What follows belongs to an exercise in optimizing a design on an open flow for small area, a short achievable clock period and few clock cycles per item; a production flow would make more cautious choices. Function was checked by simulation only, so behaviour that the tests miss may differ from the original. Power is estimated from default activity; no workload was simulated.

File: design/flow/design.v
module expu_fa (
    input  logic a,
    input  logic b,
    input  logic c,
    output logic s,
    output logic co
);
    assign s  = a ^ b ^ c;
    assign co = (a & b) | (a & c) | (b & c);
endmodule
module expu_ha (
    input  logic a,
    input  logic b,
    output logic s,
    output logic co
);
    assign s  = a ^ b;
    assign co = a & b;
endmodule
module expu_or8 (
    input  logic [7:0] a,
    input  logic       e,
    output logic       y
);
    assign y = (|a) | e;
endmodule
module expu_add4 (
    input  logic [3:0] a,
    input  logic [3:0] b,
    input  logic       ci,
    input  logic       xi,
    output logic [3:0] s,
    output logic       co
);
    logic [3:0] p, g, c;
    logic       g32, p32, g10, p10;
    for (genvar i = 0; i < 4; i++) begin : g_pg
        expu_ha u_pg (.a(a[i]), .b(b[i]), .s(p[i]), .co(g[i]));
    end
    assign g10  = g[1] | (p[1] & g[0]);
    assign p10  = p[1] & p[0];
    assign g32  = g[3] | (p[3] & g[2]);
    assign p32  = p[3] & p[2];
    assign c[0] = g[0] | (p[0] & ci);
    assign c[1] = g10 | (p10 & ci);
    assign c[2] = g[2] | (p[2] & c[1]);
    assign c[3] = g32 | (p32 & c[1]);
    assign s    = p ^ {c[2:0], ci};
    assign co   = c[3] | xi;
endmodule
module expu_accumulator #(
    parameter int EXP_BITS  = 8,
    parameter int MANT_BITS = 7,
    parameter int N_ROWS    = 8,
    parameter int ACC_WIDTH = 32,
    parameter int ACC_FRAC  = 16,
    localparam int WIDTH    = EXP_BITS + MANT_BITS + 1
) (
    input  logic                      clk_i,
    input  logic                      rst_ni,
    input  logic                      clear_i,
    input  logic                      enable_i,
    input  logic                      valid_i,
    output logic                      ready_o,
    input  logic [N_ROWS-1:0]         strb_i,
    input  logic [N_ROWS*WIDTH-1:0]   op_i,
    input  logic                      last_i,
    output logic [ACC_WIDTH-1:0]      sum_o,
    output logic                      overflow_o,
    output logic                      valid_o,
    input  logic                      ready_i
);
    localparam int BLK   = 4;                   
    localparam int N_BLK = ACC_WIDTH / BLK;
    logic                 valid_q, part_q, ovf_q;
    logic [ACC_WIDTH-1:0] acc_q;                
    logic [N_BLK-1:1]     cy_q;                 
    logic                 handover, accept, keep;
    logic [N_ROWS-1:0]    lane_sat;
    logic [ACC_WIDTH-1:0] lane_val [N_ROWS];
    logic [ACC_WIDTH-1:0] acc_base, row_a, row_b, total;
    logic [N_BLK-1:1]     cy_base, cy_d;
    logic                 tree_high, ovf_early, ovf_d;
    logic [ACC_WIDTH-1:0] res;
    logic                 res_carry, res_ovf;
    assign handover = valid_q & ready_i & enable_i & ~clear_i;
    assign ready_o  = enable_i & ~clear_i & (~valid_q | ready_i);
    assign accept   = valid_i & ready_o;
    assign keep     = part_q | (valid_q & ~handover);
    assign acc_base = acc_q & {ACC_WIDTH{keep}};
    assign cy_base  = cy_q & {(N_BLK-1){keep}};
    for (genvar i = 0; i < N_ROWS; i++) begin : g_lane
        logic [15:0] x;
        logic [7:0]  e;
        logic        on;
        logic [8:0]  g;
        logic [10:0] h;
        logic [14:0] f;
        logic [4:0]  oh;
        assign x  = op_i[i*WIDTH +: WIDTH];
        assign e  = x[14:7];
        assign on = accept & strb_i[i] & ~x[15];
        assign lane_sat[i] = on & (e >= 8'd143);
        assign g[0] = x[0] & ~e[0];
        for (genvar k = 1; k < 7; k++) begin : g_g
            assign g[k] = e[0] ? x[k-1] : x[k];
        end
        assign g[7] = e[0] ? x[6] : 1'b1;
        assign g[8] = e[0];
        for (genvar k = 0; k < 11; k++) begin : g_h
            if (k < 2)      assign h[k] = g[k] & ~e[1];
            else if (k < 9) assign h[k] = e[1] ? g[k-2] : g[k];
            else            assign h[k] = g[k-2] & e[1];
        end
        for (genvar k = 0; k < 15; k++) begin : g_f
            if (k < 4)       assign f[k] = h[k] & ~e[2];
            else if (k < 11) assign f[k] = e[2] ? h[k-4] : h[k];
            else             assign f[k] = h[k-4] & e[2];
        end
        assign oh[0] = on & (e == 8'd111);
        assign oh[1] = on & (e[7:3] == 5'd14);
        assign oh[2] = on & (e[7:3] == 5'd15);
        assign oh[3] = on & (e[7:3] == 5'd16);
        assign oh[4] = on & (e[7:3] == 5'd17) & (e[2:0] != 3'd7);
        for (genvar j = 0; j < ACC_WIDTH; j++) begin : g_val
            logic t;
            always_comb begin
                t = 1'b0;
                for (int k = 0; k < 5; k++)
                    if (j + 14 - 8*k >= 0 && j + 14 - 8*k <= 14) t = t | (oh[k] & f[j + 14 - 8*k]);
            end
            assign lane_val[i][j] = t;
        end
    end
    logic ts0, tc0, ts1, tc1, ts2, tc2, ts3, tc3, ts4, tc4, ts5, tc5;
    logic ts6, tc6, ts7, tc7, ts8, tc8, ts9, tc9, ts10, tc10, ts11, tc11;
    logic ts12, tc12, ts13, tc13, ts14, tc14, ts15, tc15, ts16, tc16, ts17, tc17;
    logic ts18, tc18, ts19, tc19, ts20, tc20, ts21, tc21, ts22, tc22, ts23, tc23;
    logic ts24, tc24, ts25, tc25, ts26, tc26, ts27, tc27, ts28, tc28, ts29, tc29;
    logic ts30, tc30, ts31, tc31, ts32, tc32, ts33, tc33, ts34, tc34, ts35, tc35;
    logic ts36, tc36, ts37, tc37, ts38, tc38, ts39, tc39, ts40, tc40, ts41, tc41;
    logic ts42, tc42, ts43, tc43, ts44, tc44, ts45, tc45, ts46, tc46, ts47, tc47;
    logic ts48, tc48, ts49, tc49, ts50, tc50, ts51, tc51, ts52, tc52, ts53, tc53;
    logic ts54, tc54, ts55, tc55, ts56, tc56, ts57, tc57, ts58, tc58, ts59, tc59;
    logic ts60, tc60, ts61, tc61, ts62, tc62, ts63, tc63, ts64, tc64, ts65, tc65;
    logic ts66, tc66, ts67, tc67, ts68, tc68, ts69, tc69, ts70, tc70, ts71, tc71;
    logic ts72, tc72, ts73, tc73, ts74, tc74, ts75, tc75, ts76, tc76, ts77, tc77;
    logic ts78, tc78, ts79, tc79, ts80, tc80, ts81, tc81, ts82, tc82, ts83, tc83;
    logic ts84, tc84, ts85, tc85, ts86, tc86, ts87, tc87, ts88, tc88, ts89, tc89;
    logic ts90, tc90, ts91, tc91, ts92, tc92, ts93, tc93, ts94, tc94, ts95, tc95;
    logic ts96, tc96, ts97, tc97, ts98, tc98, ts99, tc99, ts100, tc100, ts101, tc101;
    logic ts102, tc102, ts103, tc103, ts104, tc104, ts105, tc105, ts106, tc106, ts107, tc107;
    logic ts108, tc108, ts109, tc109, ts110, tc110, ts111, tc111, ts112, tc112, ts113, tc113;
    logic ts114, tc114, ts115, tc115, ts116, tc116, ts117, tc117, ts118, tc118, ts119, tc119;
    logic ts120, tc120, ts121, tc121, ts122, tc122, ts123, tc123, ts124, tc124, ts125, tc125;
    logic ts126, tc126, ts127, tc127, ts128, tc128, ts129, tc129, ts130, tc130, ts131, tc131;
    logic ts132, tc132, ts133, tc133, ts134, tc134, ts135, tc135, ts136, tc136, ts137, tc137;
    logic ts138, tc138, ts139, tc139, ts140, tc140, ts141, tc141, ts142, tc142, ts143, tc143;
    logic ts144, tc144, ts145, tc145, ts146, tc146, ts147, tc147, ts148, tc148, ts149, tc149;
    logic ts150, tc150, ts151, tc151, ts152, tc152, ts153, tc153, ts154, tc154, ts155, tc155;
    logic ts156, tc156, ts157, tc157, ts158, tc158, ts159, tc159, ts160, tc160, ts161, tc161;
    logic ts162, tc162, ts163, tc163, ts164, tc164, ts165, tc165, ts166, tc166, ts167, tc167;
    logic ts168, tc168, ts169, tc169, ts170, tc170, ts171, tc171, ts172, tc172, ts173, tc173;
    logic ts174, tc174, ts175, tc175, ts176, tc176, ts177, tc177, ts178, tc178, ts179, tc179;
    logic ts180, tc180, ts181, tc181, ts182, tc182, ts183, tc183, ts184, tc184, ts185, tc185;
    logic ts186, tc186, ts187, tc187, ts188, tc188, ts189, tc189, ts190, tc190, ts191, tc191;
    logic ts192, tc192, ts193, tc193, ts194, tc194, ts195, tc195, ts196, tc196, ts197, tc197;
    logic ts198, tc198, ts199, tc199, ts200, tc200, ts201, tc201, ts202, tc202, ts203, tc203;
    logic ts204, tc204, ts205, tc205, ts206, tc206, ts207, tc207, ts208, tc208, ts209, tc209;
    logic ts210, tc210, ts211, tc211, ts212, tc212, ts213, tc213, ts214, tc214, ts215, tc215;
    logic ts216, tc216, ts217, tc217, ts218, tc218, ts219, tc219, ts220, tc220, ts221, tc221;
    expu_fa u_fa0 (.a(lane_val[0][0]), .b(lane_val[1][0]), .c(lane_val[2][0]), .s(ts0), .co(tc0));
    expu_ha u_ha1 (.a(lane_val[3][0]), .b(lane_val[4][0]), .s(ts1), .co(tc1));
    expu_fa u_fa2 (.a(lane_val[0][1]), .b(lane_val[1][1]), .c(lane_val[2][1]), .s(ts2), .co(tc2));
    expu_fa u_fa3 (.a(lane_val[3][1]), .b(lane_val[4][1]), .c(lane_val[5][1]), .s(ts3), .co(tc3));
    expu_ha u_ha4 (.a(lane_val[6][1]), .b(lane_val[7][1]), .s(ts4), .co(tc4));
    expu_fa u_fa5 (.a(lane_val[0][2]), .b(lane_val[1][2]), .c(lane_val[2][2]), .s(ts5), .co(tc5));
    expu_fa u_fa6 (.a(lane_val[3][2]), .b(lane_val[4][2]), .c(lane_val[5][2]), .s(ts6), .co(tc6));
    expu_fa u_fa7 (.a(lane_val[6][2]), .b(lane_val[7][2]), .c(acc_base[2]), .s(ts7), .co(tc7));
    expu_fa u_fa8 (.a(lane_val[0][3]), .b(lane_val[1][3]), .c(lane_val[2][3]), .s(ts8), .co(tc8));
    expu_fa u_fa9 (.a(lane_val[3][3]), .b(lane_val[4][3]), .c(lane_val[5][3]), .s(ts9), .co(tc9));
    expu_fa u_fa10 (.a(lane_val[6][3]), .b(lane_val[7][3]), .c(acc_base[3]), .s(ts10), .co(tc10));
    expu_fa u_fa11 (.a(lane_val[0][4]), .b(lane_val[1][4]), .c(lane_val[2][4]), .s(ts11), .co(tc11));
    expu_fa u_fa12 (.a(lane_val[3][4]), .b(lane_val[4][4]), .c(lane_val[5][4]), .s(ts12), .co(tc12));
    expu_fa u_fa13 (.a(lane_val[6][4]), .b(lane_val[7][4]), .c(acc_base[4]), .s(ts13), .co(tc13));
    expu_fa u_fa14 (.a(lane_val[0][5]), .b(lane_val[1][5]), .c(lane_val[2][5]), .s(ts14), .co(tc14));
    expu_fa u_fa15 (.a(lane_val[3][5]), .b(lane_val[4][5]), .c(lane_val[5][5]), .s(ts15), .co(tc15));
    expu_fa u_fa16 (.a(lane_val[6][5]), .b(lane_val[7][5]), .c(acc_base[5]), .s(ts16), .co(tc16));
    expu_fa u_fa17 (.a(lane_val[0][6]), .b(lane_val[1][6]), .c(lane_val[2][6]), .s(ts17), .co(tc17));
    expu_fa u_fa18 (.a(lane_val[3][6]), .b(lane_val[4][6]), .c(lane_val[5][6]), .s(ts18), .co(tc18));
    expu_fa u_fa19 (.a(lane_val[6][6]), .b(lane_val[7][6]), .c(acc_base[6]), .s(ts19), .co(tc19));
    expu_fa u_fa20 (.a(lane_val[0][7]), .b(lane_val[1][7]), .c(lane_val[2][7]), .s(ts20), .co(tc20));
    expu_fa u_fa21 (.a(lane_val[3][7]), .b(lane_val[4][7]), .c(lane_val[5][7]), .s(ts21), .co(tc21));
    expu_fa u_fa22 (.a(lane_val[6][7]), .b(lane_val[7][7]), .c(acc_base[7]), .s(ts22), .co(tc22));
    expu_fa u_fa23 (.a(lane_val[0][8]), .b(lane_val[1][8]), .c(lane_val[2][8]), .s(ts23), .co(tc23));
    expu_fa u_fa24 (.a(lane_val[3][8]), .b(lane_val[4][8]), .c(lane_val[5][8]), .s(ts24), .co(tc24));
    expu_fa u_fa25 (.a(lane_val[6][8]), .b(lane_val[7][8]), .c(acc_base[8]), .s(ts25), .co(tc25));
    expu_fa u_fa26 (.a(lane_val[0][9]), .b(lane_val[1][9]), .c(lane_val[2][9]), .s(ts26), .co(tc26));
    expu_fa u_fa27 (.a(lane_val[3][9]), .b(lane_val[4][9]), .c(lane_val[5][9]), .s(ts27), .co(tc27));
    expu_fa u_fa28 (.a(lane_val[6][9]), .b(lane_val[7][9]), .c(acc_base[9]), .s(ts28), .co(tc28));
    expu_fa u_fa29 (.a(lane_val[0][10]), .b(lane_val[1][10]), .c(lane_val[2][10]), .s(ts29), .co(tc29));
    expu_fa u_fa30 (.a(lane_val[3][10]), .b(lane_val[4][10]), .c(lane_val[5][10]), .s(ts30), .co(tc30));
    expu_fa u_fa31 (.a(lane_val[6][10]), .b(lane_val[7][10]), .c(acc_base[10]), .s(ts31), .co(tc31));
    expu_fa u_fa32 (.a(lane_val[0][11]), .b(lane_val[1][11]), .c(lane_val[2][11]), .s(ts32), .co(tc32));
    expu_fa u_fa33 (.a(lane_val[3][11]), .b(lane_val[4][11]), .c(lane_val[5][11]), .s(ts33), .co(tc33));
    expu_fa u_fa34 (.a(lane_val[6][11]), .b(lane_val[7][11]), .c(acc_base[11]), .s(ts34), .co(tc34));
    expu_fa u_fa35 (.a(lane_val[0][12]), .b(lane_val[1][12]), .c(lane_val[2][12]), .s(ts35), .co(tc35));
    expu_fa u_fa36 (.a(lane_val[3][12]), .b(lane_val[4][12]), .c(lane_val[5][12]), .s(ts36), .co(tc36));
    expu_fa u_fa37 (.a(lane_val[6][12]), .b(lane_val[7][12]), .c(acc_base[12]), .s(ts37), .co(tc37));
    expu_fa u_fa38 (.a(lane_val[0][13]), .b(lane_val[1][13]), .c(lane_val[2][13]), .s(ts38), .co(tc38));
    expu_fa u_fa39 (.a(lane_val[3][13]), .b(lane_val[4][13]), .c(lane_val[5][13]), .s(ts39), .co(tc39));
    expu_fa u_fa40 (.a(lane_val[6][13]), .b(lane_val[7][13]), .c(acc_base[13]), .s(ts40), .co(tc40));
    expu_fa u_fa41 (.a(lane_val[0][14]), .b(lane_val[1][14]), .c(lane_val[2][14]), .s(ts41), .co(tc41));
    expu_fa u_fa42 (.a(lane_val[3][14]), .b(lane_val[4][14]), .c(lane_val[5][14]), .s(ts42), .co(tc42));
    expu_fa u_fa43 (.a(lane_val[6][14]), .b(lane_val[7][14]), .c(acc_base[14]), .s(ts43), .co(tc43));
    expu_fa u_fa44 (.a(lane_val[0][15]), .b(lane_val[1][15]), .c(lane_val[2][15]), .s(ts44), .co(tc44));
    expu_fa u_fa45 (.a(lane_val[3][15]), .b(lane_val[4][15]), .c(lane_val[5][15]), .s(ts45), .co(tc45));
    expu_fa u_fa46 (.a(lane_val[6][15]), .b(lane_val[7][15]), .c(acc_base[15]), .s(ts46), .co(tc46));
    expu_fa u_fa47 (.a(lane_val[0][16]), .b(lane_val[1][16]), .c(lane_val[2][16]), .s(ts47), .co(tc47));
    expu_fa u_fa48 (.a(lane_val[3][16]), .b(lane_val[4][16]), .c(lane_val[5][16]), .s(ts48), .co(tc48));
    expu_fa u_fa49 (.a(lane_val[6][16]), .b(lane_val[7][16]), .c(acc_base[16]), .s(ts49), .co(tc49));
    expu_fa u_fa50 (.a(lane_val[0][17]), .b(lane_val[1][17]), .c(lane_val[2][17]), .s(ts50), .co(tc50));
    expu_fa u_fa51 (.a(lane_val[3][17]), .b(lane_val[4][17]), .c(lane_val[5][17]), .s(ts51), .co(tc51));
    expu_fa u_fa52 (.a(lane_val[6][17]), .b(lane_val[7][17]), .c(acc_base[17]), .s(ts52), .co(tc52));
    expu_fa u_fa53 (.a(lane_val[0][18]), .b(lane_val[1][18]), .c(lane_val[2][18]), .s(ts53), .co(tc53));
    expu_fa u_fa54 (.a(lane_val[3][18]), .b(lane_val[4][18]), .c(lane_val[5][18]), .s(ts54), .co(tc54));
    expu_fa u_fa55 (.a(lane_val[6][18]), .b(lane_val[7][18]), .c(acc_base[18]), .s(ts55), .co(tc55));
    expu_fa u_fa56 (.a(lane_val[0][19]), .b(lane_val[1][19]), .c(lane_val[2][19]), .s(ts56), .co(tc56));
    expu_fa u_fa57 (.a(lane_val[3][19]), .b(lane_val[4][19]), .c(lane_val[5][19]), .s(ts57), .co(tc57));
    expu_fa u_fa58 (.a(lane_val[6][19]), .b(lane_val[7][19]), .c(acc_base[19]), .s(ts58), .co(tc58));
    expu_fa u_fa59 (.a(lane_val[0][20]), .b(lane_val[1][20]), .c(lane_val[2][20]), .s(ts59), .co(tc59));
    expu_fa u_fa60 (.a(lane_val[3][20]), .b(lane_val[4][20]), .c(lane_val[5][20]), .s(ts60), .co(tc60));
    expu_fa u_fa61 (.a(lane_val[6][20]), .b(lane_val[7][20]), .c(acc_base[20]), .s(ts61), .co(tc61));
    expu_fa u_fa62 (.a(lane_val[0][21]), .b(lane_val[1][21]), .c(lane_val[2][21]), .s(ts62), .co(tc62));
    expu_fa u_fa63 (.a(lane_val[3][21]), .b(lane_val[4][21]), .c(lane_val[5][21]), .s(ts63), .co(tc63));
    expu_fa u_fa64 (.a(lane_val[6][21]), .b(lane_val[7][21]), .c(acc_base[21]), .s(ts64), .co(tc64));
    expu_fa u_fa65 (.a(lane_val[0][22]), .b(lane_val[1][22]), .c(lane_val[2][22]), .s(ts65), .co(tc65));
    expu_fa u_fa66 (.a(lane_val[3][22]), .b(lane_val[4][22]), .c(lane_val[5][22]), .s(ts66), .co(tc66));
    expu_fa u_fa67 (.a(lane_val[6][22]), .b(lane_val[7][22]), .c(acc_base[22]), .s(ts67), .co(tc67));
    expu_fa u_fa68 (.a(lane_val[0][23]), .b(lane_val[1][23]), .c(lane_val[2][23]), .s(ts68), .co(tc68));
    expu_fa u_fa69 (.a(lane_val[3][23]), .b(lane_val[4][23]), .c(lane_val[5][23]), .s(ts69), .co(tc69));
    expu_fa u_fa70 (.a(lane_val[6][23]), .b(lane_val[7][23]), .c(acc_base[23]), .s(ts70), .co(tc70));
    expu_fa u_fa71 (.a(lane_val[0][24]), .b(lane_val[1][24]), .c(lane_val[2][24]), .s(ts71), .co(tc71));
    expu_fa u_fa72 (.a(lane_val[3][24]), .b(lane_val[4][24]), .c(lane_val[5][24]), .s(ts72), .co(tc72));
    expu_fa u_fa73 (.a(lane_val[6][24]), .b(lane_val[7][24]), .c(acc_base[24]), .s(ts73), .co(tc73));
    expu_fa u_fa74 (.a(lane_val[0][25]), .b(lane_val[1][25]), .c(lane_val[2][25]), .s(ts74), .co(tc74));
    expu_fa u_fa75 (.a(lane_val[3][25]), .b(lane_val[4][25]), .c(lane_val[5][25]), .s(ts75), .co(tc75));
    expu_fa u_fa76 (.a(lane_val[6][25]), .b(lane_val[7][25]), .c(acc_base[25]), .s(ts76), .co(tc76));
    expu_fa u_fa77 (.a(lane_val[0][26]), .b(lane_val[1][26]), .c(lane_val[2][26]), .s(ts77), .co(tc77));
    expu_fa u_fa78 (.a(lane_val[3][26]), .b(lane_val[4][26]), .c(lane_val[5][26]), .s(ts78), .co(tc78));
    expu_fa u_fa79 (.a(lane_val[6][26]), .b(lane_val[7][26]), .c(acc_base[26]), .s(ts79), .co(tc79));
    expu_fa u_fa80 (.a(lane_val[0][27]), .b(lane_val[1][27]), .c(lane_val[2][27]), .s(ts80), .co(tc80));
    expu_fa u_fa81 (.a(lane_val[3][27]), .b(lane_val[4][27]), .c(lane_val[5][27]), .s(ts81), .co(tc81));
    expu_fa u_fa82 (.a(lane_val[6][27]), .b(lane_val[7][27]), .c(acc_base[27]), .s(ts82), .co(tc82));
    expu_fa u_fa83 (.a(lane_val[0][28]), .b(lane_val[1][28]), .c(lane_val[2][28]), .s(ts83), .co(tc83));
    expu_fa u_fa84 (.a(lane_val[3][28]), .b(lane_val[4][28]), .c(lane_val[5][28]), .s(ts84), .co(tc84));
    expu_fa u_fa85 (.a(lane_val[6][28]), .b(lane_val[7][28]), .c(acc_base[28]), .s(ts85), .co(tc85));
    expu_fa u_fa86 (.a(lane_val[0][29]), .b(lane_val[1][29]), .c(lane_val[2][29]), .s(ts86), .co(tc86));
    expu_fa u_fa87 (.a(lane_val[3][29]), .b(lane_val[4][29]), .c(lane_val[5][29]), .s(ts87), .co(tc87));
    expu_fa u_fa88 (.a(lane_val[6][29]), .b(lane_val[7][29]), .c(acc_base[29]), .s(ts88), .co(tc88));
    expu_fa u_fa89 (.a(lane_val[0][30]), .b(lane_val[1][30]), .c(lane_val[2][30]), .s(ts89), .co(tc89));
    expu_fa u_fa90 (.a(lane_val[3][30]), .b(lane_val[4][30]), .c(lane_val[5][30]), .s(ts90), .co(tc90));
    expu_fa u_fa91 (.a(lane_val[6][30]), .b(lane_val[7][30]), .c(acc_base[30]), .s(ts91), .co(tc91));
    expu_fa u_fa92 (.a(lane_val[0][31]), .b(lane_val[1][31]), .c(lane_val[2][31]), .s(ts92), .co(tc92));
    expu_fa u_fa93 (.a(lane_val[3][31]), .b(lane_val[4][31]), .c(lane_val[5][31]), .s(ts93), .co(tc93));
    expu_fa u_fa94 (.a(lane_val[6][31]), .b(lane_val[7][31]), .c(acc_base[31]), .s(ts94), .co(tc94));
    expu_fa u_fa95 (.a(ts0), .b(ts1), .c(lane_val[5][0]), .s(ts95), .co(tc95));
    expu_fa u_fa96 (.a(tc0), .b(tc1), .c(ts2), .s(ts96), .co(tc96));
    expu_ha u_ha97 (.a(ts3), .b(ts4), .s(ts97), .co(tc97));
    expu_fa u_fa98 (.a(tc2), .b(tc3), .c(tc4), .s(ts98), .co(tc98));
    expu_fa u_fa99 (.a(ts5), .b(ts6), .c(ts7), .s(ts99), .co(tc99));
    expu_fa u_fa100 (.a(tc5), .b(tc6), .c(tc7), .s(ts100), .co(tc100));
    expu_fa u_fa101 (.a(ts8), .b(ts9), .c(ts10), .s(ts101), .co(tc101));
    expu_fa u_fa102 (.a(tc8), .b(tc9), .c(tc10), .s(ts102), .co(tc102));
    expu_fa u_fa103 (.a(ts11), .b(ts12), .c(ts13), .s(ts103), .co(tc103));
    expu_fa u_fa104 (.a(tc11), .b(tc12), .c(tc13), .s(ts104), .co(tc104));
    expu_fa u_fa105 (.a(ts14), .b(ts15), .c(ts16), .s(ts105), .co(tc105));
    expu_fa u_fa106 (.a(tc14), .b(tc15), .c(tc16), .s(ts106), .co(tc106));
    expu_fa u_fa107 (.a(ts17), .b(ts18), .c(ts19), .s(ts107), .co(tc107));
    expu_fa u_fa108 (.a(tc17), .b(tc18), .c(tc19), .s(ts108), .co(tc108));
    expu_fa u_fa109 (.a(ts20), .b(ts21), .c(ts22), .s(ts109), .co(tc109));
    expu_fa u_fa110 (.a(tc20), .b(tc21), .c(tc22), .s(ts110), .co(tc110));
    expu_fa u_fa111 (.a(ts23), .b(ts24), .c(ts25), .s(ts111), .co(tc111));
    expu_fa u_fa112 (.a(tc23), .b(tc24), .c(tc25), .s(ts112), .co(tc112));
    expu_fa u_fa113 (.a(ts26), .b(ts27), .c(ts28), .s(ts113), .co(tc113));
    expu_fa u_fa114 (.a(tc26), .b(tc27), .c(tc28), .s(ts114), .co(tc114));
    expu_fa u_fa115 (.a(ts29), .b(ts30), .c(ts31), .s(ts115), .co(tc115));
    expu_fa u_fa116 (.a(tc29), .b(tc30), .c(tc31), .s(ts116), .co(tc116));
    expu_fa u_fa117 (.a(ts32), .b(ts33), .c(ts34), .s(ts117), .co(tc117));
    expu_fa u_fa118 (.a(tc32), .b(tc33), .c(tc34), .s(ts118), .co(tc118));
    expu_fa u_fa119 (.a(ts35), .b(ts36), .c(ts37), .s(ts119), .co(tc119));
    expu_fa u_fa120 (.a(tc35), .b(tc36), .c(tc37), .s(ts120), .co(tc120));
    expu_fa u_fa121 (.a(ts38), .b(ts39), .c(ts40), .s(ts121), .co(tc121));
    expu_fa u_fa122 (.a(tc38), .b(tc39), .c(tc40), .s(ts122), .co(tc122));
    expu_fa u_fa123 (.a(ts41), .b(ts42), .c(ts43), .s(ts123), .co(tc123));
    expu_fa u_fa124 (.a(tc41), .b(tc42), .c(tc43), .s(ts124), .co(tc124));
    expu_fa u_fa125 (.a(ts44), .b(ts45), .c(ts46), .s(ts125), .co(tc125));
    expu_fa u_fa126 (.a(tc44), .b(tc45), .c(tc46), .s(ts126), .co(tc126));
    expu_fa u_fa127 (.a(ts47), .b(ts48), .c(ts49), .s(ts127), .co(tc127));
    expu_fa u_fa128 (.a(tc47), .b(tc48), .c(tc49), .s(ts128), .co(tc128));
    expu_fa u_fa129 (.a(ts50), .b(ts51), .c(ts52), .s(ts129), .co(tc129));
    expu_fa u_fa130 (.a(tc50), .b(tc51), .c(tc52), .s(ts130), .co(tc130));
    expu_fa u_fa131 (.a(ts53), .b(ts54), .c(ts55), .s(ts131), .co(tc131));
    expu_fa u_fa132 (.a(tc53), .b(tc54), .c(tc55), .s(ts132), .co(tc132));
    expu_fa u_fa133 (.a(ts56), .b(ts57), .c(ts58), .s(ts133), .co(tc133));
    expu_fa u_fa134 (.a(tc56), .b(tc57), .c(tc58), .s(ts134), .co(tc134));
    expu_fa u_fa135 (.a(ts59), .b(ts60), .c(ts61), .s(ts135), .co(tc135));
    expu_fa u_fa136 (.a(tc59), .b(tc60), .c(tc61), .s(ts136), .co(tc136));
    expu_fa u_fa137 (.a(ts62), .b(ts63), .c(ts64), .s(ts137), .co(tc137));
    expu_fa u_fa138 (.a(tc62), .b(tc63), .c(tc64), .s(ts138), .co(tc138));
    expu_fa u_fa139 (.a(ts65), .b(ts66), .c(ts67), .s(ts139), .co(tc139));
    expu_fa u_fa140 (.a(tc65), .b(tc66), .c(tc67), .s(ts140), .co(tc140));
    expu_fa u_fa141 (.a(ts68), .b(ts69), .c(ts70), .s(ts141), .co(tc141));
    expu_fa u_fa142 (.a(tc68), .b(tc69), .c(tc70), .s(ts142), .co(tc142));
    expu_fa u_fa143 (.a(ts71), .b(ts72), .c(ts73), .s(ts143), .co(tc143));
    expu_fa u_fa144 (.a(tc71), .b(tc72), .c(tc73), .s(ts144), .co(tc144));
    expu_fa u_fa145 (.a(ts74), .b(ts75), .c(ts76), .s(ts145), .co(tc145));
    expu_fa u_fa146 (.a(tc74), .b(tc75), .c(tc76), .s(ts146), .co(tc146));
    expu_fa u_fa147 (.a(ts77), .b(ts78), .c(ts79), .s(ts147), .co(tc147));
    expu_fa u_fa148 (.a(tc77), .b(tc78), .c(tc79), .s(ts148), .co(tc148));
    expu_fa u_fa149 (.a(ts80), .b(ts81), .c(ts82), .s(ts149), .co(tc149));
    expu_fa u_fa150 (.a(tc80), .b(tc81), .c(tc82), .s(ts150), .co(tc150));
    expu_fa u_fa151 (.a(ts83), .b(ts84), .c(ts85), .s(ts151), .co(tc151));
    expu_fa u_fa152 (.a(tc83), .b(tc84), .c(tc85), .s(ts152), .co(tc152));
    expu_fa u_fa153 (.a(ts86), .b(ts87), .c(ts88), .s(ts153), .co(tc153));
    expu_fa u_fa154 (.a(tc86), .b(tc87), .c(tc88), .s(ts154), .co(tc154));
    expu_fa u_fa155 (.a(ts89), .b(ts90), .c(ts91), .s(ts155), .co(tc155));
    expu_fa u_fa156 (.a(tc89), .b(tc90), .c(tc91), .s(ts156), .co(tc156));
    expu_fa u_fa157 (.a(ts92), .b(ts93), .c(ts94), .s(ts157), .co(tc157));
    expu_ha u_ha158 (.a(ts95), .b(lane_val[6][0]), .s(ts158), .co(tc158));
    expu_fa u_fa159 (.a(tc95), .b(ts96), .c(ts97), .s(ts159), .co(tc159));
    expu_fa u_fa160 (.a(tc96), .b(tc97), .c(ts98), .s(ts160), .co(tc160));
    expu_fa u_fa161 (.a(tc98), .b(tc99), .c(ts100), .s(ts161), .co(tc161));
    expu_fa u_fa162 (.a(tc100), .b(tc101), .c(ts102), .s(ts162), .co(tc162));
    expu_fa u_fa163 (.a(tc102), .b(tc103), .c(ts104), .s(ts163), .co(tc163));
    expu_fa u_fa164 (.a(tc104), .b(tc105), .c(ts106), .s(ts164), .co(tc164));
    expu_fa u_fa165 (.a(tc106), .b(tc107), .c(ts108), .s(ts165), .co(tc165));
    expu_fa u_fa166 (.a(tc108), .b(tc109), .c(ts110), .s(ts166), .co(tc166));
    expu_fa u_fa167 (.a(tc110), .b(tc111), .c(ts112), .s(ts167), .co(tc167));
    expu_fa u_fa168 (.a(tc112), .b(tc113), .c(ts114), .s(ts168), .co(tc168));
    expu_fa u_fa169 (.a(tc114), .b(tc115), .c(ts116), .s(ts169), .co(tc169));
    expu_fa u_fa170 (.a(tc116), .b(tc117), .c(ts118), .s(ts170), .co(tc170));
    expu_fa u_fa171 (.a(tc118), .b(tc119), .c(ts120), .s(ts171), .co(tc171));
    expu_fa u_fa172 (.a(tc120), .b(tc121), .c(ts122), .s(ts172), .co(tc172));
    expu_fa u_fa173 (.a(tc122), .b(tc123), .c(ts124), .s(ts173), .co(tc173));
    expu_fa u_fa174 (.a(tc124), .b(tc125), .c(ts126), .s(ts174), .co(tc174));
    expu_fa u_fa175 (.a(tc126), .b(tc127), .c(ts128), .s(ts175), .co(tc175));
    expu_fa u_fa176 (.a(tc128), .b(tc129), .c(ts130), .s(ts176), .co(tc176));
    expu_fa u_fa177 (.a(tc130), .b(tc131), .c(ts132), .s(ts177), .co(tc177));
    expu_fa u_fa178 (.a(tc132), .b(tc133), .c(ts134), .s(ts178), .co(tc178));
    expu_fa u_fa179 (.a(tc134), .b(tc135), .c(ts136), .s(ts179), .co(tc179));
    expu_fa u_fa180 (.a(tc136), .b(tc137), .c(ts138), .s(ts180), .co(tc180));
    expu_fa u_fa181 (.a(tc138), .b(tc139), .c(ts140), .s(ts181), .co(tc181));
    expu_fa u_fa182 (.a(tc140), .b(tc141), .c(ts142), .s(ts182), .co(tc182));
    expu_fa u_fa183 (.a(tc142), .b(tc143), .c(ts144), .s(ts183), .co(tc183));
    expu_fa u_fa184 (.a(tc144), .b(tc145), .c(ts146), .s(ts184), .co(tc184));
    expu_fa u_fa185 (.a(tc146), .b(tc147), .c(ts148), .s(ts185), .co(tc185));
    expu_fa u_fa186 (.a(tc148), .b(tc149), .c(ts150), .s(ts186), .co(tc186));
    expu_fa u_fa187 (.a(tc150), .b(tc151), .c(ts152), .s(ts187), .co(tc187));
    expu_fa u_fa188 (.a(tc152), .b(tc153), .c(ts154), .s(ts188), .co(tc188));
    expu_fa u_fa189 (.a(tc154), .b(tc155), .c(ts156), .s(ts189), .co(tc189));
    expu_ha u_ha190 (.a(ts158), .b(lane_val[7][0]), .s(ts190), .co(tc190));
    expu_fa u_fa191 (.a(tc158), .b(ts159), .c(acc_base[1]), .s(ts191), .co(tc191));
    expu_fa u_fa192 (.a(tc159), .b(ts160), .c(ts99), .s(ts192), .co(tc192));
    expu_fa u_fa193 (.a(tc160), .b(ts161), .c(ts101), .s(ts193), .co(tc193));
    expu_fa u_fa194 (.a(tc161), .b(ts162), .c(ts103), .s(ts194), .co(tc194));
    expu_fa u_fa195 (.a(tc162), .b(ts163), .c(ts105), .s(ts195), .co(tc195));
    expu_fa u_fa196 (.a(tc163), .b(ts164), .c(ts107), .s(ts196), .co(tc196));
    expu_fa u_fa197 (.a(tc164), .b(ts165), .c(ts109), .s(ts197), .co(tc197));
    expu_fa u_fa198 (.a(tc165), .b(ts166), .c(ts111), .s(ts198), .co(tc198));
    expu_fa u_fa199 (.a(tc166), .b(ts167), .c(ts113), .s(ts199), .co(tc199));
    expu_fa u_fa200 (.a(tc167), .b(ts168), .c(ts115), .s(ts200), .co(tc200));
    expu_fa u_fa201 (.a(tc168), .b(ts169), .c(ts117), .s(ts201), .co(tc201));
    expu_fa u_fa202 (.a(tc169), .b(ts170), .c(ts119), .s(ts202), .co(tc202));
    expu_fa u_fa203 (.a(tc170), .b(ts171), .c(ts121), .s(ts203), .co(tc203));
    expu_fa u_fa204 (.a(tc171), .b(ts172), .c(ts123), .s(ts204), .co(tc204));
    expu_fa u_fa205 (.a(tc172), .b(ts173), .c(ts125), .s(ts205), .co(tc205));
    expu_fa u_fa206 (.a(tc173), .b(ts174), .c(ts127), .s(ts206), .co(tc206));
    expu_fa u_fa207 (.a(tc174), .b(ts175), .c(ts129), .s(ts207), .co(tc207));
    expu_fa u_fa208 (.a(tc175), .b(ts176), .c(ts131), .s(ts208), .co(tc208));
    expu_fa u_fa209 (.a(tc176), .b(ts177), .c(ts133), .s(ts209), .co(tc209));
    expu_fa u_fa210 (.a(tc177), .b(ts178), .c(ts135), .s(ts210), .co(tc210));
    expu_fa u_fa211 (.a(tc178), .b(ts179), .c(ts137), .s(ts211), .co(tc211));
    expu_fa u_fa212 (.a(tc179), .b(ts180), .c(ts139), .s(ts212), .co(tc212));
    expu_fa u_fa213 (.a(tc180), .b(ts181), .c(ts141), .s(ts213), .co(tc213));
    expu_fa u_fa214 (.a(tc181), .b(ts182), .c(ts143), .s(ts214), .co(tc214));
    expu_fa u_fa215 (.a(tc182), .b(ts183), .c(ts145), .s(ts215), .co(tc215));
    expu_fa u_fa216 (.a(tc183), .b(ts184), .c(ts147), .s(ts216), .co(tc216));
    expu_fa u_fa217 (.a(tc184), .b(ts185), .c(ts149), .s(ts217), .co(tc217));
    expu_fa u_fa218 (.a(tc185), .b(ts186), .c(ts151), .s(ts218), .co(tc218));
    expu_fa u_fa219 (.a(tc186), .b(ts187), .c(ts153), .s(ts219), .co(tc219));
    expu_fa u_fa220 (.a(tc187), .b(ts188), .c(ts155), .s(ts220), .co(tc220));
    expu_fa u_fa221 (.a(tc188), .b(ts189), .c(ts157), .s(ts221), .co(tc221));
    assign row_a = {tc220, tc219, tc218, tc217, tc216, tc215, tc214, tc213, tc212, tc211, tc210, tc209, tc208, tc207, tc206, tc205, tc204, tc203, tc202, tc201, tc200, tc199, tc198, tc197, tc196, tc195, tc194, tc193, tc192, tc191, tc190, ts190};
    assign row_b = {ts221, ts220, ts219, ts218, ts217, ts216, ts215, ts214, ts213, ts212, ts211, ts210, ts209, ts208, ts207, ts206, ts205, ts204, ts203, ts202, ts201, ts200, ts199, ts198, ts197, ts196, ts195, ts194, ts193, ts192, ts191, acc_base[0]};
    expu_or8 u_high (.a({1'b0, tc221, tc189, tc157, tc156, tc94, tc93, tc92}), .e(ovf_early), .y(tree_high));
    assign ovf_early = (keep & ovf_q) | (|lane_sat);
    for (genvar k = 0; k < N_BLK; k++) begin : g_blk
        logic ci, xi, co;
        if (k == 0) begin : g_c0
            assign ci = 1'b0;
        end else begin : g_ck
            assign ci = cy_base[k];
        end
        if (k == N_BLK - 1) begin : g_top
            assign xi    = tree_high;
            assign ovf_d = co;
        end else begin : g_mid
            assign xi        = 1'b0;
            assign cy_d[k+1] = co;
        end
        expu_add4 u_add (
            .a  (row_a[BLK*k +: BLK]),
            .b  (row_b[BLK*k +: BLK]),
            .ci (ci),
            .xi (xi),
            .s  (total[BLK*k +: BLK]),
            .co (co)
        );
    end
    always_ff @(posedge clk_i or negedge rst_ni) begin
        if (!rst_ni) begin
            valid_q <= 1'b0;
            part_q  <= 1'b0;
            ovf_q   <= 1'b0;
        end else if (clear_i) begin
            valid_q <= 1'b0;
            part_q  <= 1'b0;
            ovf_q   <= ovf_d;
        end else begin
            if (accept) begin
                valid_q <= last_i;
                part_q  <= ~last_i;
            end else if (handover) begin
                valid_q <= 1'b0;
            end
            ovf_q <= ovf_d;
        end
    end
    always_ff @(posedge clk_i) begin
        acc_q <= total;
        cy_q  <= cy_d;
    end
    always_comb begin
        logic [ACC_WIDTH-1:0] cy_vec;
        cy_vec = '0;
        for (int k = 1; k < N_BLK; k++) cy_vec[BLK*k] = cy_q[k];
        {res_carry, res} = {1'b0, acc_q} + {1'b0, cy_vec};
    end
    assign res_ovf = ovf_q | res_carry;
    assign sum_o      = res | {ACC_WIDTH{res_ovf}};
    assign overflow_o = res_ovf;
    assign valid_o    = valid_q;
endmodule
File: design/flow/flow/run.sh
#!/bin/bash
# The standard layout (standard.sh: the ORFS flow, standard synthesis included), with two
# changes: the input and output port buffers are the smallest plain buffer, buf_1, instead of the
# cell buffer_ports picks by itself (a 10 um2 delay buffer); and timing repair aims at a setup
# slack of 12.6 ns on the design's clock, so that it speeds up the critical paths.
set -euo pipefail
export BUFFER_PORTS_ARGS="-buffer_cell sky130_fd_sc_hd__buf_1"
export SETUP_SLACK_MARGIN=12.6
bash standard.sh > standard_make.log 2>&1
File: design/flow/standard.sh
#!/bin/bash
# synth_recipe.tcl (not shown) runs the flow's synth.tcl, then flattens the netlist and writes it again
# the make line also repeats each setting of config.mk as NAME=value (left out here)
make -C /OpenROAD-flow-scripts/flow DESIGN_CONFIG=/design/flow/config.mk WORK_HOME=/design/flow/orfs CLKGATE_MAP_FILE= SYNTH_SCRIPT=/design/flow/synth_recipe.tcl "${@:-finish}"
File: design/flow/config.mk
export PLATFORM = sky130hd
export DESIGN_NAME = expu_accumulator
export DESIGN_NICKNAME = expu_accumulator
export VERILOG_FILES = /design/flow/design.v
export SDC_FILE = /design/flow/constraint.sdc
export NUM_CORES = 4
export LEC_CHECK = 0
export CAP_MARGIN = 20
export CORE_MARGIN = 2
export CORE_UTILIZATION = 60
export SLEW_MARGIN = 20
export SYNTH_HIERARCHICAL = 1
File: design/flow/constraint.sdc
create_clock -name core_clock -period 22.0 [get_ports {clk_i}]
set_input_delay 4.4000 -clock core_clock [delete_from_list [all_inputs] [get_ports {clk_i}]]
set_output_delay 4.4000 -clock core_clock [all_outputs]
set_load 0.01 [all_outputs]
==> results of run 1 <==
-- power breakdown --
part,internal [W],leakage [nW],switching (W)
clock network,0.0000436,0.0763,0.0000368
registers,0.0000788,0.357,0.00000236
logic,0.0000435,5.84,0.0000858
-- layer usage --
layer / GRT usage / part of all wire / vias to the layer above
met3: 0.0620 / 0.11 / 116
met5: 0 / 0 / -
met4: 0.151 / 0.047 / 0
li1: - / - / 5308
met1: 0.552 / 0.40 / 5706
met2: 0.618 / 0.44 / 778
-- layout by cell type (no fill, tap or decap), drive strengths merged, types with 4 or more instances in the layout --
| cell | instances |
|---|---|
| fa | 217 |
| nor2 | 211 |
| buf | 191 |
| o22ai | 165 |
| nand2 | 119 |
| mux2i | 64 |
| a21oi | 62 |
| ha | 61 |
| nor2b | 45 |
| dfxtp | 39 |
| nand2b | 38 |
| nand3 | 38 |
| o21ai | 28 |
| mux2 | 25 |
| inv | 23 |
| xnor2 | 22 |
| nand3b | 17 |
| xor2 | 15 |
| nor3b | 15 |
| nor3 | 14 |
| or2 | 12 |
| a31oi | 10 |
| conb | 10 |
| a31o | 10 |
| o21a | 9 |
| nand4 | 8 |
| nand4b | 8 |
| a211o | 8 |
| or3b | 8 |
| or4 | 8 |
| clkbuf | 7 |
| and3 | 6 |
| a2111oi | 6 |
| and2 | 4 |
-- tightest hold or removal path, stage by stage, from the launching register on --
cell	delay [ps]
dfrtp_1	410
nor2_1	110
a211oi_1	60
-- registers in the layout, indices dropped and copies added (netlist names) --
signal,cells
acc_q,32
cy_q,7
ovf_q,1
part_q,1
valid_q,1
-- cell type report --
class                           instances  area, um2  area share
Inverter                               21       78.8     0.00582
Multi-Input combinational cell       1287      11300       0.836
Sequential cell                        42        856      0.0632
Tap cell                              270        338      0.0249
Timing Repair Buffer                  193        798      0.0589
Clock buffer                            5        125     0.00924
Clock inverter                          3       28.8     0.00212
-- timing repair --
item / 4_1_cts / 5_1_grt
resized for setup: 0 / 49
buffers inserted: 4 / 10
setup endpoints to repair: 32 / 28
pin swaps: 1 / 10
cloned: 0 / 2
hold endpoints to repair: 0 / 0
-- modules after synthesis, one instance, submodules excluded --
module            flops+latches  copies in the design  cells inside  cell area [um2]
expu_accumulator             42                     1          1068             6900
expu_add4                     0                     8            11             81.3
expu_fa                       0                   217             1             20.0
expu_ha                       0                    37             1             12.5
expu_or8                      0                     1             4             20.0
-- per-stage QoR --
step	cells	hold WS, ps	cell area, um2	total power, W
finish	1821	616	13500	0.000291
global route	1821	632	13500	0.000306
CTS	1809	616	13300	0.000285
detailed placement	1797	607	13100	0.000206
global placement	1797	606	13100	0.000203
floorplan	1423	537	12400	0.000162
-- worst max-delay path by stage --
| stage | to | slack (ps) | cells after the start |
|---|---|---|---|
| floorplan | ready_o | 12860 | 2 |
| global placement | acc_q[23] | 11890 | 17 |
| detailed placement | acc_q[23] | 11860 | 17 |
| CTS | ready_o | 12670 | 4 |
| global route | acc_q[11] | 12600 | 19 |
| finish | ready_o | 12670 | 4 |
-- logic make-up (layout without fill, tap and decap cells) --
logic type,Yosys count,in the layout
AOI/OAI and AO/OA,316,316
xor gates and xnor gates,37,37
adders and majority gates,278,278
buffers and inverters,96,222
DFF,42,42
muxes,90,90
other,1,10
and+or+nand+nor,554,556
==> summary.md, run 1 <==
| Metric | Value |
|---|---|
| Status | finished clean |
| Leak | 6.27 nW |
| Mux share of post-synthesis cell area | 0.0763 |
| Number of global-route vias before repair | 11100 |
| Largest family of logic cells by synthesized area | adder cells |
| Row cnt | 52 |
| Crit. End Element | output pin |
| FMAX | 107 MHz |
| Initial drt markers | 1255 |
| Synth cell types | 59 |
| Wire length per cell | 23.7 um |
| Min-Delay Endpoint | part_q |
| Layout cells sized above 1 | 0.0716 |
| Drc violations | 0 |
| Max-slew violations | 0 |
| R2r worst-path depth | 16 |
| Ys async rst share | 0.0714 |
| CTS sink count | 42 |
| # IOs | 178 |
| Worst Hold Launch | part_q |
| Required time worst endpoint | 17600 ps |
| Most common cell in the netlist | fa_1 |
| CP Launch Type | primary input |
| WP data arrival | 4930 ps |
| Fin util | 0.669 |
| First-pass GRT wire length | 64.5 mm |
| CP Buf/Inv Count | 2 |
| Min-Delay Path Class | reg2reg |
| Post-DP HPWL | 36.8 mm |
| Starting utilization of the core area | 0.612 |
| Clk Latency, worst-skew pair | 300 ps |
| Core box area | 20200 um2 |
| Pwr Density | 21.5 nW/um2 |
| Period utilization | 0.424 |
| Place WS | 11860 ps |
| Synthesis-to-finish area growth | 9.47% |
| Die Wd | 148 um |
| CTS tree | yes |
| Die area | 21800 um2 |
| Pre-antenna DRT Iters | 5 |
| # port buffers | 177 |
| Worst reg2reg setup slack | 16540 ps |
| Clock transition at path regs | 70 ps |
| Crit path max-delay family | buffers and inverters |
| Min Tclk post-route | 9330 ps |
| # setup viols final | 0 |
| Seq/Total Area, Yosys | 0.0692 |
| EDFF count, synth | 0 |
| Clock Root Buffer | clkbuf_16 |
| XOR/XNOR Fraction of Synth Area | 0.0262 |
| Initial antenna violation count | 0 |
| Die Ht | 148 um |
| Max rail drop VDD | 25.0 uV |
| Hold depth | 2 |
| Pin count of the biggest net entering global routing | 41 |
| Max-slew headroom | 0.199 |
| Grt ovf | 0 |
| Worst R2R Start | valid_q |
| Final TNS setup | 0 ps |
| RSZ-0062 raised after global routing | true |
| Max stage delay on crit path | 160 ps |
| Share of the synthesized area in the top cell type | 0.351 |
| Synth Area in Simple Gates | 0.217 |
| Number of synthesized register bits | 42 |
| CP max stage cell | buf_1 |
| Critical Path Most Common Cell | buf_1 |
| CP cell instances | buf_1 > nand2b_4 > a21oi_1 > buf_1 |
| Final Worst Setup Slack | 12670 ps |
| Top cells by area, synth | fa_1, o22ai_1, nor2_1 |
| Avg Cell Area, Syn | 8.75 um2 |
| H-tree lvl count | 2 |
| Setup CP Type | in2out |
| Post-synth top area cell | fa_1 |
| CTS buffer count | 5 |
| Clk_skew | 7.57 ps |
| Reg-to-Reg End | acc_q[23] |
| ANT cells | 0 |
| Fin. Hold Viols | 0 |
| Compound-cell area share of the yosys netlist | 0.161 |
| CTS Buffer Depth | 2 |
| Total number of vias | 11900 |
| DRT Wirelength | 43.2 mm |
| CP Max Fanout | 3 |
| Mapped Area | 12400 um2 |
| Top cells by count, synth | fa_1, nor2_1, o22ai_1, nand2_1, mux2i_1 |
| Via density per instance | 6.54 |
| Fillers | 1725 |
| Top FF cell, synth | dfxtp_1 |
| Critical path origin | clear_i |
| Post-synthesis cell count | 1414 |
| Max_cap viols | 0 |
| Post-route ant nets | 0 |
| Gr usage total | 0.393 |
| Gpl congestion | 1.06 |
| Yosys warns | 9 |
| Worst slew pin tran | 1200 ps |
| Hold-fix buffers, CTS | 0 |
| Post-Synth Adder-Cell Area | 0.413 |
| Nets | 1971 |
Testbench counts, summed over its fixed seeds: cycles 4,808, items 4,800.
==> run 2, diff against run 1 <==
--- a/design/flow/config.mk
+++ b/design/flow/config.mk
@@ -7,6 +7,6 @@
 export LEC_CHECK = 0
 export CAP_MARGIN = 20
 export CORE_MARGIN = 2
-export CORE_UTILIZATION = 60
+export CORE_UTILIZATION = 40
 export SLEW_MARGIN = 20
 export SYNTH_HIERARCHICAL = 1
==> run 2 against run 1 <==
  * Worst setup slack better by 29 ps
  * Still clean
  * Total power is 1.1% lower
  * Fmax is 0.31% higher
  * Critical path depth stayed put
  * Sequential share of layout area hardly changed
  * Register-to-register slack better by 40 ps
  * Critical path type unchanged
==> summary.md, run 2 <==
| Metric | Value |
|---|---|
| Final TNS setup | 0 ps |
| Setup CP Type | in2out |
| Max-slew violations | 0 |
| EDFF count, synth | 0 |
| Seq/Total Area, Yosys | 0.0692 |
| Most frequent cells in the layout | fa_1, nor2_1, buf_1, o22ai_1, nand2_1 |
| Via density per instance | 5.88 |
| Synthesis-to-finish area growth | 9.32% |
| Total number of vias | 11400 |
| Min Tclk post-route | 9300 ps |
| Worst slew pin tran | 856 ps |
| Wire length per cell | 23.0 um |
| Top cells by area, synth | fa_1, o22ai_1, nor2_1 |
| Post-DP HPWL | 39.2 mm |
| Pwr Density | 21.3 nW/um2 |
| Fin. Hold Viols | 0 |
| Max_cap viols | 0 |
| Clk_skew | 6.92 ps |
| Status | finished clean |
| Die Wd | 180 um |
| CTS tree | yes |
| Grt ovf | 0 |
| # IOs | 178 |
| ANT cells | 0 |
| Top cells by count, synth | fa_1, nor2_1, o22ai_1, nand2_1, mux2i_1 |
| Required time worst endpoint | 17600 ps |
| Initial antenna violation count | 0 |
| Core box area | 30500 um2 |
| Post-synth top area cell | fa_1 |
| Initial drt markers | 918 |
| Synth cell types | 59 |
| Layout cells sized above 1 | 0.0539 |
| # setup viols final | 0 |
| Pin count of the biggest net entering global routing | 41 |
| Starting utilization of the core area | 0.406 |
| CTS buffer count | 5 |
| Hold WS | 605 ps |
| Period utilization | 0.423 |
| Share of the synthesized area in the top cell type | 0.351 |
| Die Ht | 180 um |
| Most common cell after layout, fill and taps aside | fa_1 |
| Number of global-route vias before repair | 11100 |
| Gr usage total | 0.274 |
| Top FF cell, synth | dfxtp_1 |
| Worst reg2reg setup slack | 16580 ps |
| Fillers | 3108 |
| Max rail drop VDD | 26.8 uV |
| Post-route ant nets | 0 |
| Leak | 6.21 nW |
| CP Max Fanout | 3 |
| DRT Wirelength | 44.6 mm |
| Die area | 32400 um2 |
| Hold-fix buffers, CTS | 0 |
| Mapped Area | 12400 um2 |
| Post-synthesis cell count | 1414 |
| Finished Cell Area | 13500 um2 |
| Ys async rst share | 0.0714 |
| Clock transition at path regs | 70 ps |
| Min-Delay Path Class | reg2reg |
| RSZ-0062 raised after global routing | true |
| Crit. End Element | output pin |
| Avg Cell Area, Syn | 8.75 um2 |
| Row cnt | 64 |
| Gpl congestion | 0.976 |
| Max reg flops | 32 |
| Biggest regs | acc_q: 32 flops, cy_q: 7 flops |
| Placed cell area | 13200 um2 |
| Most common cell in the netlist | fa_1 |
| # port buffers | 177 |
| H-tree lvl count | 2 |
| Max-slew headroom | 0.423 |
| Yosys warns | 9 |
| Drc violations | 0 |
| CP Launch Type | primary input |
| CTS Buffer Depth | 2 |
| WP data arrival | 4900 ps |
| Number of synthesized register bits | 42 |
| Clk Latency, worst-skew pair | 300 ps |
| CTS sink count | 42 |
| Nets | 1959 |
| Largest register by flop count | acc_q |
| FMAX | 108 MHz |
| Clock Root Buffer | clkbuf_16 |
| Pre-antenna DRT Iters | 7 |
| First-pass GRT wire length | 67.5 mm |
run 2: cell families (layout without fill, tap and decap cells):
group / after synthesis / in the layout / share of synthesized area
AO/OA/AOI/OAI: 316 / 316 / 0.161
flip-flops: 42 / 42 / 0.0692
other: 1 / 10 / 0.000303
XOR/XNOR: 37 / 37 / 0.0262
AND/OR/NAND/NOR: 554 / 554 / 0.217
buffers and inverters: 96 / 212 / 0.0372
multiplexers: 90 / 90 / 0.0763
adder cells (fa/ha/maj): 278 / 278 / 0.413
run 2: critical path: stages:
cell	delay, ps
buf_1	90
nand2b_4	160
a21oi_2	100
clkbuf_2	140
run 2: modules after synthesis (local to each module, per instance):
module | cell area [um2] | times used | cells | flip-flops and latches
expu_add4 | 81.3 | 8 | 11 | 0
expu_accumulator | 6900 | 1 | 1068 | 42
expu_or8 | 20.0 | 1 | 4 | 0
expu_fa | 20.0 | 217 | 1 | 0
expu_ha | 12.5 | 37 | 1 | 0
run 2: metrics by stage:
step	util	instances	worst slack (ps)	power, W
final	0.443	1935	12700	0.000288
after global routing	0.443	1935	12560	0.000307
after CTS	0.439	1934	12610	0.000287
after detailed placement	0.434	1925	12140	0.000207
after global placement	0.434	1925	12110	0.000206
after floorplan	-	1423	12860	0.000162
run 2: per-layer routing:
metal,GRT usage,part of all wire,up-vias
met4,0.0979,0.040,0
met2,0.434,0.44,499
met1,0.390,0.45,5541
li1,-,-,5276
met5,0,0,-
met3,0.0308,0.069,62
run 2: timing repair:
action	in CTS	in global routing
setup endpoints to repair	11	17
buffers inserted	1	1
endpoints found under the hold margin	0	0
resized for setup	2	29
pin swaps	1	1
run 2: area by class of cell:
| cell class | count | area [um2] | share of cell area |
|---|---|---|---|
| tap | 396 | 495 | 0.0366 |
| clock buffer | 5 | 125 | 0.00925 |
| sequential | 42 | 856 | 0.0633 |
| inverter | 21 | 78.8 | 0.00583 |
| multi-input combinational | 1285 | 11200 | 0.830 |
| timing repair buffer | 183 | 719 | 0.0532 |
| clock inverter | 3 | 28.8 | 0.00213 |
run 2: final timing paths:
check | from | to | depth (start not counted)
worst max-delay path | clear_i | ready_o | 4
worst min-delay path | part_q | part_q | 2
worst max register to register | valid_q | acc_q[11] | 16
min in group asynchronous | rst_ni | valid_q | 1
worst min register to register | part_q | part_q | 2
max in group asynchronous | rst_ni | ovf_q | 1
run 2: where the power goes:
part	switching [W]	internal, W	leakage (nW)
sequential	0.00000214	0.0000788	0.357
clock	0.0000361	0.0000435	0.0763
combinational	0.0000839	0.0000432	5.78
==> run 3, diff against run 2 <==
--- a/design/flow/config.mk
+++ b/design/flow/config.mk
@@ -8,5 +8,6 @@
 export CAP_MARGIN = 20
 export CORE_MARGIN = 2
 export CORE_UTILIZATION = 40
+export CTS_BUF_LIST = sky130_fd_sc_hd__clkbuf_8
 export SLEW_MARGIN = 20
 export SYNTH_HIERARCHICAL = 1
==> run 3 against run 2 <==
  * Critical path type unchanged
  * Count of clock-buffer cells in the layout did not move
  * Non-clock buffer count down 1
  * Via count shrank 0.96%
  * Sequential power about the same
  * Worst setup slack got worse by 41 ps
  * Synthesized area is the same
  * Still clean
  * Combinational power barely moved
==> summary.md, run 3 <==
| Metric | Value |
|---|---|
| Status | finished clean |
| Max-slew headroom | 0.416 |
| Worst Hold Launch | part_q |
| Fin. Hold Viols | 0 |
| # setup viols final | 0 |
| CTS Buffer Depth | 2 |
| DRT Wirelength | 44.7 mm |
| Nets | 1958 |
| Top FF cell, synth | dfxtp_1 |
| CP cell instances | buf_1 > nand2b_4 > a21oi_1 > clkbuf_2 |
| Row cnt | 64 |
| Min Tclk post-route | 9340 ps |
| Largest family of logic cells by synthesized area | adder cells |
| EDFF count, synth | 0 |
| Avg Cell Area, Syn | 8.75 um2 |
| Max reg flops | 32 |
| Required time worst endpoint | 17600 ps |
| Initial drt markers | 1012 |
| Min-Delay Path Class | reg2reg |
| Clk_skew | 13.2 ps |
| Post-synth top area cell | fa_1 |
| Pin count of the biggest net entering global routing | 41 |
| Final TNS setup | 0 ps |
| Max_cap viols | 0 |
| Min-Delay Endpoint | part_q |
| Gr usage total | 0.275 |
| Fin util | 0.440 |
| Reg-to-Reg End | acc_q[19] |
| ANT cells | 0 |
| Yosys warns | 9 |
| Clock Root Buffer | clkbuf_8 |
| Via density per instance | 5.83 |
| H-tree lvl count | 2 |
| Synth Area in Simple Gates | 0.217 |
| Wire length per cell | 23.1 um |
| Die Wd | 180 um |
| Die Ht | 180 um |
| Clk Latency, worst-skew pair | 320 ps |
| Finished Cell Area | 13400 um2 |
| Synthesis-to-finish area growth | 8.52% |
| FMAX | 107 MHz |
| Top cells by area, synth | fa_1, o22ai_1, nor2_1 |
| Pre-antenna DRT Iters | 7 |
| Largest register by flop count | acc_q |
| Hold depth | 2 |
| Die area | 32400 um2 |
| Most frequent cells in the layout | fa_1, nor2_1, buf_1, o22ai_1, nand2_1 |
| CP Max Fanout | 3 |
| # IOs | 178 |
| Worst slew pin tran | 876 ps |
| Top cells by count, synth | fa_1, nor2_1, o22ai_1, nand2_1, mux2i_1 |
| XOR/XNOR Fraction of Synth Area | 0.0262 |
| Pwr Density | 19.8 nW/um2 |
| Mapped Area | 12400 um2 |
| Hold-fix buffers, CTS | 0 |
| Grt ovf | 0 |
| Initial antenna violation count | 0 |
| Most common cell in the netlist | fa_1 |
| Post-Synth Adder-Cell Area | 0.413 |
| Final Power | 0.000266 W |
| Compound-cell area share of the yosys netlist | 0.161 |
| Post-route ant nets | 0 |
| Gpl congestion | 0.976 |
| Worst R2R Start | valid_q |
| Clock transition at path regs | 100 ps |
| Placed cell area | 13200 um2 |
| Critical path origin | clear_i |
| Starting utilization of the core area | 0.406 |
| Seq/Total Area, Yosys | 0.0692 |
| Drc violations | 0 |
| Post-DP HPWL | 39.2 mm |
| # port buffers | 177 |
| Biggest regs | acc_q: 32 flops, cy_q: 7 flops |
| CTS tree | yes |
| Synth cell types | 59 |
| Leak | 6.18 nW |
| Total number of vias | 11300 |
| First-pass GRT wire length | 67.3 mm |
| R2r worst-path depth | 16 |
| Most common cell after layout, fill and taps aside | fa_1 |
| Layout cells sized above 1 | 0.0488 |
| Worst reg2reg setup slack | 16510 ps |
| Share of the synthesized area in the top cell type | 0.351 |
| Post-synthesis cell count | 1414 |
| Max-slew violations | 0 |
| Setup CP Type | in2out |
| Core box area | 30500 um2 |
| CTS sink count | 42 |
| RSZ-0062 raised after global routing | true |
| Ys async rst share | 0.0714 |
| Mux share of post-synthesis cell area | 0.0763 |
| WP data arrival | 4940 ps |
| Max stage delay on crit path | 160 ps |
| Max rail drop VDD | 19.9 uV |
| Number of global-route vias before repair | 11100 |
| Crit. End Element | output pin |
| CP Launch Type | primary input |
| CTS buffer count | 5 |
| Fillers | 3119 |
| Number of synthesized register bits | 42 |
| Period utilization | 0.425 |
| CP max stage cell | nand2b_4 |
## run 3: cell counts after synthesis
No cell type changed its count.
## run 3: where the power goes
group	total [W]	leakage (nW)	switching (W)	internal [W]
Sequential	0.0000810	0.357	0.00000212	0.0000788
Combinational	0.000127	5.78	0.0000840	0.0000431
Clock	0.0000579	0.0506	0.0000341	0.0000238
## run 3: per-stage QoR
stage	cells	hold WS [ps]	setup WS [ps]
floorplan	1423	537	12860
global placement	1925	605	12110
detailed placement	1925	602	12140
CTS	1934	615	12600
global route	1934	678	12580
finish	1934	609	12660
## run 3: area by class of cell
class / instances / area, um2 / area share
Multi-Input combinational cell: 1285 / 11200 / 0.833
Sequential cell: 42 / 856 / 0.0637
Timing Repair Buffer: 182 / 712 / 0.0530
Tap cell: 396 / 495 / 0.0369
Inverter: 21 / 78.8 / 0.00587
Clock buffer: 5 / 68.8 / 0.00512
Clock inverter: 3 / 28.8 / 0.00214
## run 3: worst max-delay path by stage
| stage | endpoint | slack, ps | cells after the start |
|---|---|---|---|
| 2_1_floorplan | ready_o | 12860 | 2 |
| 3_3_place_gp | acc_q[27] | 12110 | 18 |
| 3_5_place_dp | acc_q[27] | 12140 | 18 |
| 4_1_cts | acc_q[19] | 12600 | 18 |
| 5_1_grt | ready_o | 12580 | 4 |
| 6_report | ready_o | 12660 | 4 |
## run 3: kinds of logic (layout without fill, tap and decap cells)
family / Yosys count / count (layout)
AND/OR/NAND/NOR: 554 / 554
adder cells (fa/ha/maj): 278 / 278
flip-flops: 42 / 42
buffers and inverters: 96 / 211
AO/OA/AOI/OAI: 316 / 316
XOR/XNOR: 37 / 37
other: 1 / 10
multiplexers: 90 / 90
## run 3: per-layer routing
| metal | track usage | share of wire |
|---|---|---|
| met2 | 0.432 | 0.44 |
| met3 | 0.0533 | 0.071 |
| met4 | 0.101 | 0.041 |
| met5 | 0 | 0 |
| met1 | 0.376 | 0.45 |
## run 3: Yosys stat by module, one instance, submodules excluded
module	times used	flip-flops and latches
expu_or8	1	0
expu_ha	37	0
expu_accumulator	1	42
expu_fa	217	0
expu_add4	8	0
## run 3: what timing repair did
action	4_1_cts	5_1_grt
endpoints found under the setup margin	7	25
resized for setup	1	22
setup buffers	1	0
pin swaps	1	0
## run 3: worst max-delay path, delay by kind of cell
family                 cells  cell delay (ps)
AOI/OAI and AO/OA          1              130
buffers and inverters      2              250
and+or+nand+nor            1              160

==> static timing again, ports no longer ideal <==
How much do the figures lean on ideal ports? The routed layouts below were timed once more, with nothing changed but the port constraints. Step 1 assumes that a clkbuf_16 drives the clock port and a buf_2 every other input. Step 2 moves the port delays by t, midway between the first and last clock arrival at a register: inputs arrive t later, outputs are due t later. That takes back most of the time a late clock gives input paths. Three values: ideal, step 1, step 2; two values: the first two.
run | shift t [ns] | setup slack, ns | worst slew at a driven data input, ns
run 1 | 0.330 | 12.669 / 12.647 / 12.451 | 0.04
run 2 | 0.341 | 12.698 / 12.669 / 12.486 | 0.04
run 3 | 0.359 | 12.657 / 12.629 / 12.428 | 0.04
After both steps setup and hold are still met in every run listed. For run 3, which loses most, drivers alone change the setup slack by -0.028 ns; drivers and shift together by -0.229 ns.
